Source: an optimization exercise on an open RTL-to-GDS flow (aim: small area, a short achievable clock period and few clock cycles per item). Production flows keep margins and buffers that such runs may drop. Only simulation tests tie the RTL to the original design; equivalence was not proved. No activity file was given, so power comes from the tool's default toggle rates.

==> flow/design.v (excerpt) <==
module kmeans_top #(
    parameter int num_pixels = 100,
    parameter int iterations = 3
) (
    input  logic                clk,
    input  logic                reset,
    input  logic                start,
    output logic [16-1:0]   pixel_addr,
    input  logic signed [16-1:0] a_data,
    input  logic                cluster_id_rdata,
    input  logic                rgb_dark,
    output logic                cluster_id_we,
    output logic                cluster_id_wdata,
    output logic                lab_clear,
    output logic                done_kmeans,
    output logic                done_cluster
);
For scale: ~130 flip-flops, ~42 I/O pins.
clock: 5.5 ns
lec_check: 0
abc_area: 1
cap_margin: 20
core_margin: 2
core_utilization: 45
cts_buf_list: sky130_fd_sc_hd__clkbuf_8
place_density: 0.65
setup_slack_margin: 3.4
slew_margin: 20
standard.sh (not shown) runs the stock make flow with config.mk's settings and CLKGATE_MAP_FILE= SYNTH_SCRIPT=/design/flow/synth_recipe.tcl, a recipe that flattens the netlist after the stock synthesis.
==> flow/flow/run.sh <==
#!/bin/bash
set -euo pipefail
bash standard.sh finish "BUFFER_PORTS_ARGS=-buffer_cell sky130_fd_sc_hd__buf_4" \
    > standard_flow.log 2>&1
The baseline ran to the end with no violations.
Testbench counts at the start, summed over its fixed seeds: cycles 30,824, jobs 48.
Rerun with:
--- a/flow/config.mk
+++ b/flow/config.mk
@@ -11 +11 @@
-export CORE_UTILIZATION = 45
+export CORE_UTILIZATION = 50
@@ -13 +12,0 @@
-export PLACE_DENSITY = 0.65
Cell count fell by a few percent.
Total power rose slightly.
Routed wire length rose slightly.
Rerun with:
--- a/flow/config.mk
+++ b/flow/config.mk
@@ -11 +11 @@
-export CORE_UTILIZATION = 50
+export CORE_UTILIZATION = 35
After rerunning: Synthesized area does not change. Global-route usage falls by 6.0 points. Setup slack stays flat. Via count falls slightly. Total power rises by a few percent. Worst hold slack hardly moves.
Rerun with:
--- a/flow/config.mk
+++ b/flow/config.mk
@@ -11,2 +11 @@
-export CORE_UTILIZATION = 35
-export CTS_BUF_LIST = sky130_fd_sc_hd__clkbuf_8
+export CORE_UTILIZATION = 40
What happened: The changed run completed with no timing, DRC or antenna violations; die area decreases by 12%; total power increases by 4.8%; final cell count decreases by 3.4%; design area barely changes; count of clock-buffer cells in the layout decreases by 1; wire length decreases by 0.91%; global-route usage increases by 2.0 points; maximum frequency barely changes; worst setup slack is about the same; utilization increases by 5.8 points.
Rerun with:
--- a/flow/config.mk
+++ b/flow/config.mk
@@ -11,0 +12,3 @@
+export CTS_BUF_LIST = sky130_fd_sc_hd__clkbuf_8
+export CTS_CLUSTER_DIAMETER = 60
+export CTS_CLUSTER_SIZE = 20
The new run finished with timing, DRC and antenna clean.
Clock power goes down by 27%.
First-iteration DRC count goes up by 4.8%.
Worst hold slack stays flat.
Global-route usage hardly moves.
Combinational power goes up by about 3%.
Final area goes down by 1.6%.
Rerun with:
--- a/flow/config.mk
+++ b/flow/config.mk
@@ -13,3 +13 @@
-export CTS_CLUSTER_DIAMETER = 60
-export CTS_CLUSTER_SIZE = 20
-export SETUP_SLACK_MARGIN = 3.4
+export SETUP_SLACK_MARGIN = 3.3
Outcome: Register-to-register slack is worse by 130 ps. Cell area went down by about 1.1%. Synthesized area stays the same. Power is lower by 1.5%. Sequential power grows by about 4%. Global-route usage goes down by 0.18 points.

---

## run 1
kmeans_top, a different RTL version from the one above (not shown whole).
Size in the first run: ~1300 cells after synthesis, about 8900 um2 of cells after synthesis.
==> flow/design.v (excerpt) <==
module kmeans_top #(
    parameter int num_pixels = 100,
    parameter int iterations = 3
) (
    input  logic                clk,
    input  logic                reset,
    input  logic                start,
    output logic [16-1:0]   pixel_addr,
    input  logic signed [16-1:0] a_data,
    input  logic                cluster_id_rdata,
    input  logic                rgb_dark,
    output logic                cluster_id_we,
    output logic                cluster_id_wdata,
    output logic                lab_clear,
    output logic                done_kmeans,
    output logic                done_cluster
);
make LEC_CHECK=0 ABC_AREA=1 CAP_MARGIN=20 CORE_MARGIN=2 CORE_UTILIZATION=40 SLEW_MARGIN=20 finish   # period 5.5 ns
run.sh (not shown) runs the stock make flow with config.mk's settings and CLKGATE_MAP_FILE= SYNTH_SCRIPT=/design/flow/synth_recipe.tcl, a recipe that flattens the netlist after the stock synthesis.
Stock flow here: none of the scripts above is used.
Testbench counts of run 1, summed over its fixed seeds: cycles 30,632, jobs 48.
#### Input delta (run 2 over run 1)
Settings: SETUP_SLACK_MARGIN now 2.5, previously not set.
Findings:
- Switching share of total power of run 2 is on par with run 1.
- Area overhead of the layout relative to synthesis ended up 0.22 points higher on run 2 than on run 1.
- Side by side, routed metal-1 wire length turned out higher in run 2 than in run 1.
- Between run 2 and run 1, the difference in number of filler cells placed in the layout is negligible.
- Utilization of run 2 is on par with run 1.
- Overall power of the completed layout: run 2 vs run 1 — no meaningful difference
- Leakage power of the design across run 2 and run 1: no real change.
- [compare] base=run 1 new=run 2: sum of routed wire length over all layers roughly the same; logic depth of the worst setup path including buffers lower.
Input changes introduced in run 3 (baseline for comparison: run 2):
Settings: a change of SETUP_SLACK_MARGIN from 2.5 to 4.0.
--- outcome ---
Compare run 3 and run 2 | maximum clock skew at final layout lower: run 2. Relative to run 2, clock-buffer cell count increased by 3 in run 3. The lower endpoint required time on the critical path came out of run 2. From run 2 to run 3 the numbers moved as follows: non-clock inverter total of the final layout rose 6; minimum period implied by the final worst setup slack now smaller.
### run 3 -> run 4
Settings: changing SETUP_SLACK_MARGIN from 4.0 to 3.2.
## What came out
Run 4 ends up with higher maximum achievable frequency than run 3 does. Total power: run 4 lower than run 3. Looking at combined global-route utilization of all metal layers, run 4 sits below run 3. Slack of the critical path in run 4 is 11 ps above run 3. Relative area change from synthesis to final layout: run 4 lower than run 3. Against run 3, worst hold slack in run 4 came out better.

==> afterwards: timing with drivers on the ports <==
No port has a modelled driver above. Below, the same layouts with a new extraction and two added sets of constraints. Step 1 sets driving cells, clkbuf_16 on the clock port and buf_2 on the other inputs (assumed; they add their load-dependent delay and slew). Step 2, shift: input delay + t, output delay - t, t = (earliest + latest rising clock arrival at the registers) / 2. This alone moves slack from input paths to output paths. Slacks: no drivers / after step 1 / after step 2; pairs: no drivers / after step 1.
run | t, ns | setup WS [ns] | slew at the worst register clock pin (ns)
the first run of note 1 | 0.481 | 3.453 / 3.411 / 3.140 | 0.08 / 0.08
the second run of note 1 | 0.485 | 3.440 / 3.399 / 3.173 | 0.08 / 0.08
the third run of note 1 | 0.495 | 3.443 / 3.400 / 3.147 | 0.09 / 0.09
the fourth run of note 1 | 0.459 | 3.444 / 3.400 / 3.147 | 0.06 / 0.06
the fifth run of note 1 | 0.477 | 3.447 / 3.408 / 3.145 | 0.09 / 0.09
the sixth run of note 1 | 0.480 | 3.358 / 3.319 / 3.115 | 0.08 / 0.08
run 1 | 0.471 | 2.409 / 2.409 / 2.409 | 0.07 / 0.07
run 2 | 0.471 | 2.760 / 2.718 / 2.646 | 0.07 / 0.07
run 3 | 0.489 | 2.950 / 2.950 / 2.950 | 0.06 / 0.06
run 4 | 0.478 | 2.960 / 2.960 / 2.813 | 0.07 / 0.07
After both steps setup and hold are still met in every run listed. For the first run of note 1, which loses most, drivers alone change the setup slack by -0.042 ns; drivers and shift together by -0.313 ns.
